This is an optimization exercise on Yosys and OpenROAD, whose aim is small area, a short achievable clock period and few clock cycles per item, not a production implementation.
Only simulation tests tie the RTL to the original design; equivalence was not proved.

==> job 5555: inputs <==
Design conv_engine, start of the top module:
module conv_engine (
	input  wire                                 clk,
	input  wire                                 rst_n,
	input  wire                                 start,
	input  wire [1:0]                           op,
	input  wire                                 in_valid,
	output logic                                in_ready,
	input  wire [4*16-1:0]       in_ifm,
	input  wire [4*16-1:0]       in_wgt,
	input  wire                                 in_last,
	output logic                                out_valid,
	input  wire                                 out_ready,
	output logic [4*16-1:0]      out_data,
	output logic                                out_last,
	output logic                                done
);
==> module operand_skew, before the edit <==
module operand_skew (
	input  wire                                  clk,
	input  wire                                  rst_n,
	input  wire [1:0]                            row,
	input  wire                                  take,
	input  wire                                  take_last,
	input  wire [4-1:0][16-1:0]   ifm,
	input  wire [4-1:0][16-1:0]   wgt,
	output logic [7:0]                           one_q,
	output logic [7:0]                           two_q,
	output logic [7:0]                           neg_q,
	output logic [4-1:0][16-1:0]  y_q,
	output logic                                 last_q
);
	logic [16:0] xe;
	logic [7:0]          one_d;
	logic [7:0]          two_d;
	logic [7:0]          neg_d;
	assign xe = {ifm[row], 1'b0};
	for (genvar i = 0; i < 8; i++) begin : g_enc
		assign one_d[i] = take & (xe[2*i+1] ^ xe[2*i]);
		assign two_d[i] = take & ((xe[2*i+2] & ~xe[2*i+1] & ~xe[2*i]) | (~xe[2*i+2] & xe[2*i+1] & xe[2*i]));
		assign neg_d[i] = take & xe[2*i+2];
	end
	always_ff @(posedge clk) begin
		y_q <= wgt;
		one_q <= one_d;
		two_q <= two_d;
		neg_q <= neg_d;
	end
	always_ff @(posedge clk or negedge rst_n) begin
		if (!rst_n) begin
			last_q <= 1'b0;
		end else begin
			last_q <= take_last;
		end
	end
endmodule
==> flow/config.mk <==
export PLATFORM = sky130hd
export DESIGN_NAME = conv_engine
export DESIGN_NICKNAME = conv_engine
export VERILOG_FILES = /design/flow/design.v
export SDC_FILE = /design/flow/constraint.sdc
export NUM_CORES = 4
export LEC_CHECK = 0
export CAP_MARGIN = 20
export CORE_MARGIN = 2
export CORE_UTILIZATION = 55
export SETUP_SLACK_MARGIN = 5
export SLEW_MARGIN = 20
==> flow/constraint.sdc <==
create_clock -name core_clock -period 10.0 [get_ports {clk}]
set_input_delay 2.0000 -clock core_clock [delete_from_list [all_inputs] [get_ports {clk}]]
set_output_delay 2.0000 -clock core_clock [all_outputs]
set_load 0.01 [all_outputs]
standard.sh (not shown) runs the stock make flow with config.mk's settings and CLKGATE_MAP_FILE= SYNTH_SCRIPT=/design/flow/synth_recipe.tcl, a recipe that flattens the netlist after the stock synthesis.
==> flow/flow/run.sh <==
#!/bin/bash
set -euo pipefail
M=${MARGIN:-6.6}
sed "s/SETUP_SLACK_MARGIN=[0-9.]*/SETUP_SLACK_MARGIN=$M/" standard.sh > standard_margin.sh
grep -q "SETUP_SLACK_MARGIN=$M" standard_margin.sh
bash standard_margin.sh > standard.log 2>&1
==> job 1415: changes against job 5555 <==
--- a/flow/design.v
+++ b/flow/design.v
@@ -732,21 +732,30 @@
 	assign m0_s[21] = m0_fc98;
 	assign m0_c[21] = m0_fs99;
 	assign m0_s[22] = m0_fc99;
 	assign m0_c[22] = m0_fs100;
 	assign m0_s[23] = m0_fc100;
 	assign m0_c[23] = m0_fs101;
 	assign m0_s[24] = m0_fc101;
 	assign m0_c[24] = m0_fs102;
-	logic [9:0] m0_lo;
-	assign m0_lo = {1'b0, m0_s[8:0]} + {1'b0, m0_c[8:0]};
+	logic [9:0] m0_cy;
+	assign m0_cy[0] = 1'b0;
+	assign m0_cy[1] = (m0_s[0] & m0_c[0]) | ((m0_s[0] | m0_c[0]) & m0_cy[0]);
+	assign m0_cy[2] = (m0_s[1] & m0_c[1]) | ((m0_s[1] | m0_c[1]) & m0_cy[1]);
+	assign m0_cy[3] = (m0_s[2] & m0_c[2]) | ((m0_s[2] | m0_c[2]) & m0_cy[2]);
+	assign m0_cy[4] = (m0_s[3] & m0_c[3]) | ((m0_s[3] | m0_c[3]) & m0_cy[3]);
+	assign m0_cy[5] = (m0_s[4] & m0_c[4]) | ((m0_s[4] | m0_c[4]) & m0_cy[4]);
+	assign m0_cy[6] = (m0_s[5] & m0_c[5]) | ((m0_s[5] | m0_c[5]) & m0_cy[5]);
+	assign m0_cy[7] = (m0_s[6] & m0_c[6]) | ((m0_s[6] | m0_c[6]) & m0_cy[6]);
+	assign m0_cy[8] = (m0_s[7] & m0_c[7]) | ((m0_s[7] | m0_c[7]) & m0_cy[7]);
+	assign m0_cy[9] = (m0_s[8] & m0_c[8]) | ((m0_s[8] | m0_c[8]) & m0_cy[8]);
 	assign s_hi[0] = m0_s[24:9];
 	assign c_hi[0] = m0_c[24:9];
-	assign c9[0] = m0_lo[9];
+	assign c9[0] = m0_cy[9];
 	logic m1_p0_0;
 	assign m1_p0_0 = (((b_one[0] & y[1][0]) | (b_two[0] & 1'b0)) ^ b_neg[0]);
 	logic m1_p0_1;
 	assign m1_p0_1 = (((b_one[0] & y[1][1]) | (b_two[0] & y[1][0])) ^ b_neg[0]);
 	logic m1_p0_2;
 	assign m1_p0_2 = (((b_one[0] & y[1][2]) | (b_two[0] & y[1][1])) ^ b_neg[0]);
 	logic m1_p0_3;
 	assign m1_p0_3 = (((b_one[0] & y[1][3]) | (b_two[0] & y[1][2])) ^ b_neg[0]);
@@ -1345,21 +1354,30 @@
 	assign m1_s[21] = m1_fc98;
 	assign m1_c[21] = m1_fs99;
 	assign m1_s[22] = m1_fc99;
 	assign m1_c[22] = m1_fs100;
 	assign m1_s[23] = m1_fc100;
 	assign m1_c[23] = m1_fs101;
 	assign m1_s[24] = m1_fc101;
 	assign m1_c[24] = m1_fs102;
-	logic [9:0] m1_lo;
-	assign m1_lo = {1'b0, m1_s[8:0]} + {1'b0, m1_c[8:0]};
+	logic [9:0] m1_cy;
+	assign m1_cy[0] = 1'b0;
+	assign m1_cy[1] = (m1_s[0] & m1_c[0]) | ((m1_s[0] | m1_c[0]) & m1_cy[0]);
+	assign m1_cy[2] = (m1_s[1] & m1_c[1]) | ((m1_s[1] | m1_c[1]) & m1_cy[1]);
+	assign m1_cy[3] = (m1_s[2] & m1_c[2]) | ((m1_s[2] | m1_c[2]) & m1_cy[2]);
+	assign m1_cy[4] = (m1_s[3] & m1_c[3]) | ((m1_s[3] | m1_c[3]) & m1_cy[3]);
+	assign m1_cy[5] = (m1_s[4] & m1_c[4]) | ((m1_s[4] | m1_c[4]) & m1_cy[4]);
+	assign m1_cy[6] = (m1_s[5] & m1_c[5]) | ((m1_s[5] | m1_c[5]) & m1_cy[5]);
+	assign m1_cy[7] = (m1_s[6] & m1_c[6]) | ((m1_s[6] | m1_c[6]) & m1_cy[6]);
+	assign m1_cy[8] = (m1_s[7] & m1_c[7]) | ((m1_s[7] | m1_c[7]) & m1_cy[7]);
+	assign m1_cy[9] = (m1_s[8] & m1_c[8]) | ((m1_s[8] | m1_c[8]) & m1_cy[8]);
 	assign s_hi[1] = m1_s[24:9];
 	assign c_hi[1] = m1_c[24:9];
-	assign c9[1] = m1_lo[9];
+	assign c9[1] = m1_cy[9];
 	logic m2_p0_0;
 	assign m2_p0_0 = (((b_one[0] & y[2][0]) | (b_two[0] & 1'b0)) ^ b_neg[0]);
 	logic m2_p0_1;
 	assign m2_p0_1 = (((b_one[0] & y[2][1]) | (b_two[0] & y[2][0])) ^ b_neg[0]);
 	logic m2_p0_2;
 	assign m2_p0_2 = (((b_one[0] & y[2][2]) | (b_two[0] & y[2][1])) ^ b_neg[0]);
 	logic m2_p0_3;
 	assign m2_p0_3 = (((b_one[0] & y[2][3]) | (b_two[0] & y[2][2])) ^ b_neg[0]);
@@ -1958,21 +1976,30 @@
 	assign m2_s[21] = m2_fc98;
 	assign m2_c[21] = m2_fs99;
 	assign m2_s[22] = m2_fc99;
 	assign m2_c[22] = m2_fs100;
 	assign m2_s[23] = m2_fc100;
 	assign m2_c[23] = m2_fs101;
 	assign m2_s[24] = m2_fc101;
 	assign m2_c[24] = m2_fs102;
-	logic [9:0] m2_lo;
-	assign m2_lo = {1'b0, m2_s[8:0]} + {1'b0, m2_c[8:0]};
+	logic [9:0] m2_cy;
+	assign m2_cy[0] = 1'b0;
+	assign m2_cy[1] = (m2_s[0] & m2_c[0]) | ((m2_s[0] | m2_c[0]) & m2_cy[0]);
+	assign m2_cy[2] = (m2_s[1] & m2_c[1]) | ((m2_s[1] | m2_c[1]) & m2_cy[1]);
+	assign m2_cy[3] = (m2_s[2] & m2_c[2]) | ((m2_s[2] | m2_c[2]) & m2_cy[2]);
+	assign m2_cy[4] = (m2_s[3] & m2_c[3]) | ((m2_s[3] | m2_c[3]) & m2_cy[3]);
+	assign m2_cy[5] = (m2_s[4] & m2_c[4]) | ((m2_s[4] | m2_c[4]) & m2_cy[4]);
+	assign m2_cy[6] = (m2_s[5] & m2_c[5]) | ((m2_s[5] | m2_c[5]) & m2_cy[5]);
+	assign m2_cy[7] = (m2_s[6] & m2_c[6]) | ((m2_s[6] | m2_c[6]) & m2_cy[6]);
+	assign m2_cy[8] = (m2_s[7] & m2_c[7]) | ((m2_s[7] | m2_c[7]) & m2_cy[7]);
+	assign m2_cy[9] = (m2_s[8] & m2_c[8]) | ((m2_s[8] | m2_c[8]) & m2_cy[8]);
 	assign s_hi[2] = m2_s[24:9];
 	assign c_hi[2] = m2_c[24:9];
-	assign c9[2] = m2_lo[9];
+	assign c9[2] = m2_cy[9];
 	logic m3_p0_0;
 	assign m3_p0_0 = (((b_one[0] & y[3][0]) | (b_two[0] & 1'b0)) ^ b_neg[0]);
 	logic m3_p0_1;
 	assign m3_p0_1 = (((b_one[0] & y[3][1]) | (b_two[0] & y[3][0])) ^ b_neg[0]);
 	logic m3_p0_2;
 	assign m3_p0_2 = (((b_one[0] & y[3][2]) | (b_two[0] & y[3][1])) ^ b_neg[0]);
 	logic m3_p0_3;
 	assign m3_p0_3 = (((b_one[0] & y[3][3]) | (b_two[0] & y[3][2])) ^ b_neg[0]);
@@ -2571,33 +2598,45 @@
 	assign m3_s[21] = m3_fc98;
 	assign m3_c[21] = m3_fs99;
 	assign m3_s[22] = m3_fc99;
 	assign m3_c[22] = m3_fs100;
 	assign m3_s[23] = m3_fc100;
 	assign m3_c[23] = m3_fs101;
 	assign m3_s[24] = m3_fc101;
 	assign m3_c[24] = m3_fs102;
-	logic [9:0] m3_lo;
-	assign m3_lo = {1'b0, m3_s[8:0]} + {1'b0, m3_c[8:0]};
+	logic [9:0] m3_cy;
+	assign m3_cy[0] = 1'b0;
+	assign m3_cy[1] = (m3_s[0] & m3_c[0]) | ((m3_s[0] | m3_c[0]) & m3_cy[0]);
+	assign m3_cy[2] = (m3_s[1] & m3_c[1]) | ((m3_s[1] | m3_c[1]) & m3_cy[1]);
+	assign m3_cy[3] = (m3_s[2] & m3_c[2]) | ((m3_s[2] | m3_c[2]) & m3_cy[2]);
+	assign m3_cy[4] = (m3_s[3] & m3_c[3]) | ((m3_s[3] | m3_c[3]) & m3_cy[3]);
+	assign m3_cy[5] = (m3_s[4] & m3_c[4]) | ((m3_s[4] | m3_c[4]) & m3_cy[4]);
+	assign m3_cy[6] = (m3_s[5] & m3_c[5]) | ((m3_s[5] | m3_c[5]) & m3_cy[5]);
+	assign m3_cy[7] = (m3_s[6] & m3_c[6]) | ((m3_s[6] | m3_c[6]) & m3_cy[6]);
+	assign m3_cy[8] = (m3_s[7] & m3_c[7]) | ((m3_s[7] | m3_c[7]) & m3_cy[7]);
+	assign m3_cy[9] = (m3_s[8] & m3_c[8]) | ((m3_s[8] | m3_c[8]) & m3_cy[8]);
 	assign s_hi[3] = m3_s[24:9];
 	assign c_hi[3] = m3_c[24:9];
-	assign c9[3] = m3_lo[9];
+	assign c9[3] = m3_cy[9];
 endmodule
 `default_nettype wire
 `default_nettype none
 `timescale 1ns/10ps
 module leaky_relu_stage (
 	input  wire                   on,
 	input  wire [16-1:0]  x,
 	output logic [16-1:0] y
 );
-	logic signed [18:0] scaled;
-	assign scaled = $signed({{3{x[15]}}, x}) * 19'sd5;
-	assign y = (on && x[15]) ? {{6{scaled[18]}}, scaled[18:9]} : x;
+	logic        neg;
+	logic [17:0] scaled;
+	assign neg = on && x[15];
+	assign scaled = {x, 2'b00} + {{2{x[15]}}, x};
+	assign y[15:9] = x[15:9] | {7{neg}};
+	assign y[8:0] = neg ? scaled[17:9] : x[8:0];
 endmodule
 `default_nettype wire
 `default_nettype none
 `timescale 1ns/10ps
 module maxpool_stage (
 	input  wire                                  clk,
 	input  wire                                  rst_n,
 	input  wire                                  start,
@@ -2619,17 +2658,26 @@
 	logic                                 ev_fin_q;
 	logic [1:0][16-1:0]           ev_q;
 	logic [1:0][16-1:0]           evl_q;
 	logic [4-1:0][16-1:0]  row_act;
 	logic [4-1:0][16-1:0]  word;
 	logic                                 word_ok;
 	logic                                 load;
 	function automatic logic gt(input logic [16-1:0] a, input logic [16-1:0] b);
-		gt = $signed(a) > $signed(b);
+		logic [16-1:0] ua;
+		logic [16-1:0] nb;
+		logic                  cy;
+		ua = {~a[16-1], a[16-2:0]};
+		nb = ~{~b[16-1], b[16-2:0]};
+		cy = 1'b0;
+		for (int i = 0; i < 16; i++) begin
+			cy = (ua[i] & nb[i]) | ((ua[i] | nb[i]) & cy);
+		end
+		gt = cy;
 	endfunction
 	assign pool_on = (op == 2'd2);
 	assign leaky_on = (op == 2'd1) || (op == 2'd2);
 	for (genvar c = 0; c < 4; c++) begin : g_act
 		leaky_relu_stage u_act (.on(leaky_on), .x(row_data[c]), .y(row_act[c]));
 	end
 	always_comb begin
 		word = row_act;
@@ -2645,43 +2693,39 @@
 				end
 			end
 		end
 	end
 	assign word_ok = busy && !sent_q && row_final &&
 		(pool_on ? (row_id == {word_q[0], 1'b1}) && ev_fin_q : (row_id == word_q));
 	assign load = word_ok && (!out_valid || out_ready);
 	always_ff @(posedge clk) begin
-		if (!row_id[0]) begin
-			for (int j = 0; j < 2; j++) begin
-				if (gt(row_data[2*j+1], row_data[2*j])) begin
-					ev_q[j] <= row_data[2*j+1];
-					evl_q[j] <= row_act[2*j+1];
-				end else begin
-					ev_q[j] <= row_data[2*j];
-					evl_q[j] <= row_act[2*j];
-				end
+		for (int j = 0; j < 2; j++) begin
+			if (gt(row_data[2*j+1], row_data[2*j])) begin
+				ev_q[j] <= row_data[2*j+1];
+				evl_q[j] <= row_act[2*j+1];
+			end else begin
+				ev_q[j] <= row_data[2*j];
+				evl_q[j] <= row_act[2*j];
 			end
 		end
 		if (load) begin
 			out_data <= word;
 		end
 	end
 	always_ff @(posedge clk or negedge rst_n) begin
 		if (!rst_n) begin
 			ev_fin_q <= 1'b0;
 			word_q <= '0;
 			sent_q <= 1'b0;
 			out_valid <= 1'b0;
 			out_last <= 1'b0;
 			done <= 1'b0;
 		end else begin
-			if (!row_id[0]) begin
-				ev_fin_q <= row_final;
-			end
+			ev_fin_q <= row_final;
 			done <= out_valid && out_ready && out_last;
 			if (start) begin
 				word_q <= '0;
 				sent_q <= 1'b0;
 			end else if (load) begin
 				word_q <= word_q + 1'b1;
 				sent_q <= pool_on ? word_q[0] : (word_q == 2'd3);
 			end
==> flow/flow/run.sh (replaced) <==
#!/bin/bash
set -euo pipefail
M=6.65
sed -e "s/SETUP_SLACK_MARGIN=[0-9.]*/SETUP_SLACK_MARGIN=$M/" \
    -e "s/\"\${@:-finish}\"/BUFFER_PORTS_ARGS='-buffer_cell sky130_fd_sc_hd__buf_1' \"\${@:-finish}\"/" \
    standard.sh > standard_tuned.sh
grep -q "SETUP_SLACK_MARGIN=$M" standard_tuned.sh
grep -q "BUFFER_PORTS_ARGS" standard_tuned.sh
bash standard_tuned.sh > standard.log 2>&1
CORE_UTILIZATION = 60   (was 55)
CTS_CLUSTER_DIAMETER = 120   (was not set)
CTS_CLUSTER_SIZE = 24   (was not set)
==> job 2631: changes against job 5555 <==
--- a/flow/design.v
+++ b/flow/design.v
@@ -101,24 +101,27 @@
 	assign xe = {ifm[row], 1'b0};
 	for (genvar i = 0; i < 8; i++) begin : g_enc
 		assign one_d[i] = take & (xe[2*i+1] ^ xe[2*i]);
 		assign two_d[i] = take & ((xe[2*i+2] & ~xe[2*i+1] & ~xe[2*i]) | (~xe[2*i+2] & xe[2*i+1] & xe[2*i]));
 		assign neg_d[i] = take & xe[2*i+2];
 	end
 	always_ff @(posedge clk) begin
 		y_q <= wgt;
-		one_q <= one_d;
-		two_q <= two_d;
-		neg_q <= neg_d;
 	end
 	always_ff @(posedge clk or negedge rst_n) begin
 		if (!rst_n) begin
+			one_q <= '0;
+			two_q <= '0;
+			neg_q <= '0;
 			last_q <= 1'b0;
 		end else begin
+			one_q <= one_d;
+			two_q <= two_d;
+			neg_q <= neg_d;
 			last_q <= take_last;
 		end
 	end
 endmodule
 `default_nettype wire
 `default_nettype none
 module pe_array (
 	input  wire [7:0]         b_one,
==> flow/flow/run.sh (replaced) <==
#!/bin/bash
set -euo pipefail
M=${MARGIN:-6.2}
sed "s/SETUP_SLACK_MARGIN=[0-9.]*/SETUP_SLACK_MARGIN=$M/" standard.sh > standard_margin.sh
grep -q "SETUP_SLACK_MARGIN=$M" standard_margin.sh
bash standard_margin.sh > standard.log 2>&1
CORE_UTILIZATION = 40   (was 55)
==> results.sh <==
export IMPL_rsz0062_at_grt="false"
export IMPL_fin_area_um2=50400
export IMPL_multi_input_area_um2=27700
export IMPL_ys_top_cells_by_area="dfxtp_1, fa_1, ha_1"
export IMPL_syn_to_final_growth_pct=13.4
export IMPL_status="complete, no violations"
export IMPL_fin_crit_ps=3680
(the above is from job 2631)
==> results.sh <==
export IMPL_status="complete, no violations"
export IMPL_syn_to_final_growth_pct=13.2
export IMPL_multi_input_area_um2=27600
export IMPL_ys_top_cells_by_area="dfxtp_1, fa_1, ha_1"
export IMPL_ys_flop_type="dfxtp_1"
export IMPL_synth_top_area_share_pct=21.7
export IMPL_fin_crit_ps=3340
export IMPL_numPortBuffers=203
export IMPL_fin_area_um2=49800
export IMPL_root_buffer="clkbuf_16"
export IMPL_nClkBuffers=94
(the above is from job 5555)
==> results.sh <==
export IMPL_fin_area_um2=45000
export IMPL_ant_nets=0
export IMPL_tightestPinTransition_ps=1020
export IMPL_status="complete, no violations"
export IMPL_syn_to_final_growth_pct=6.78
export IMPL_ys_top_cells_by_area="dfxtp_1, fa_1, a22oi_1"
export IMPL_drive_above_1_share_pct=7.20
export IMPL_multi_input_area_um2=26000
export IMPL_p_comb_share_pct=62.8
export IMPL_rows=97
export IMPL_fin_crit_ps=3320
export IMPL_grt_total_usage_pct=30.8
export IMPL_ir_worst_vdd_uv=217
(the above is from job 1415)
Testbench counts of job 5555, summed over its fixed seeds: cycles 14,572, tiles 384.
Testbench counts of job 1415, summed over its fixed seeds: cycles 14,572, tiles 384.
Testbench counts of job 2631, summed over its fixed seeds: cycles 14,572, tiles 384.

==> static timing again, ports no longer ideal <==
The results above use ideal ports. As a check the final layouts listed here were re-extracted and re-timed, cells and wires unchanged.
Step 1: set_driving_cell puts a clkbuf_16 on clk and a buf_2 on each other input, an assumption about the parent block.
Step 2 times the ports against the registers' clock, not the clock port: input delays grow and output delays shrink by t, the midpoint of the rising clock arrivals with the driver on.
Three values: ideal ports, drivers, drivers and shift; two values: the first two.
run	shift t [ns]	setup slack, ns	hold slack, ns	worst data-port slew with drivers (ns)	cell pins on the clock port's net
job 5555	0.669	6.658 / 6.588 / 6.086	0.322 / 0.322 / 0.322	0.05	1
job 1415	0.706	6.682 / 6.682 / 6.682	0.325 / 0.325 / 0.325	0.07	1
job 2631	0.718	6.325 / 6.313 / 5.981	0.321 / 0.321 / 0.321	0.06	1
After both steps setup and hold are still met in every run listed. The setup slack of job 5555, which loses most, moves by -0.070 ns with the drivers and by -0.572 ns with both steps.
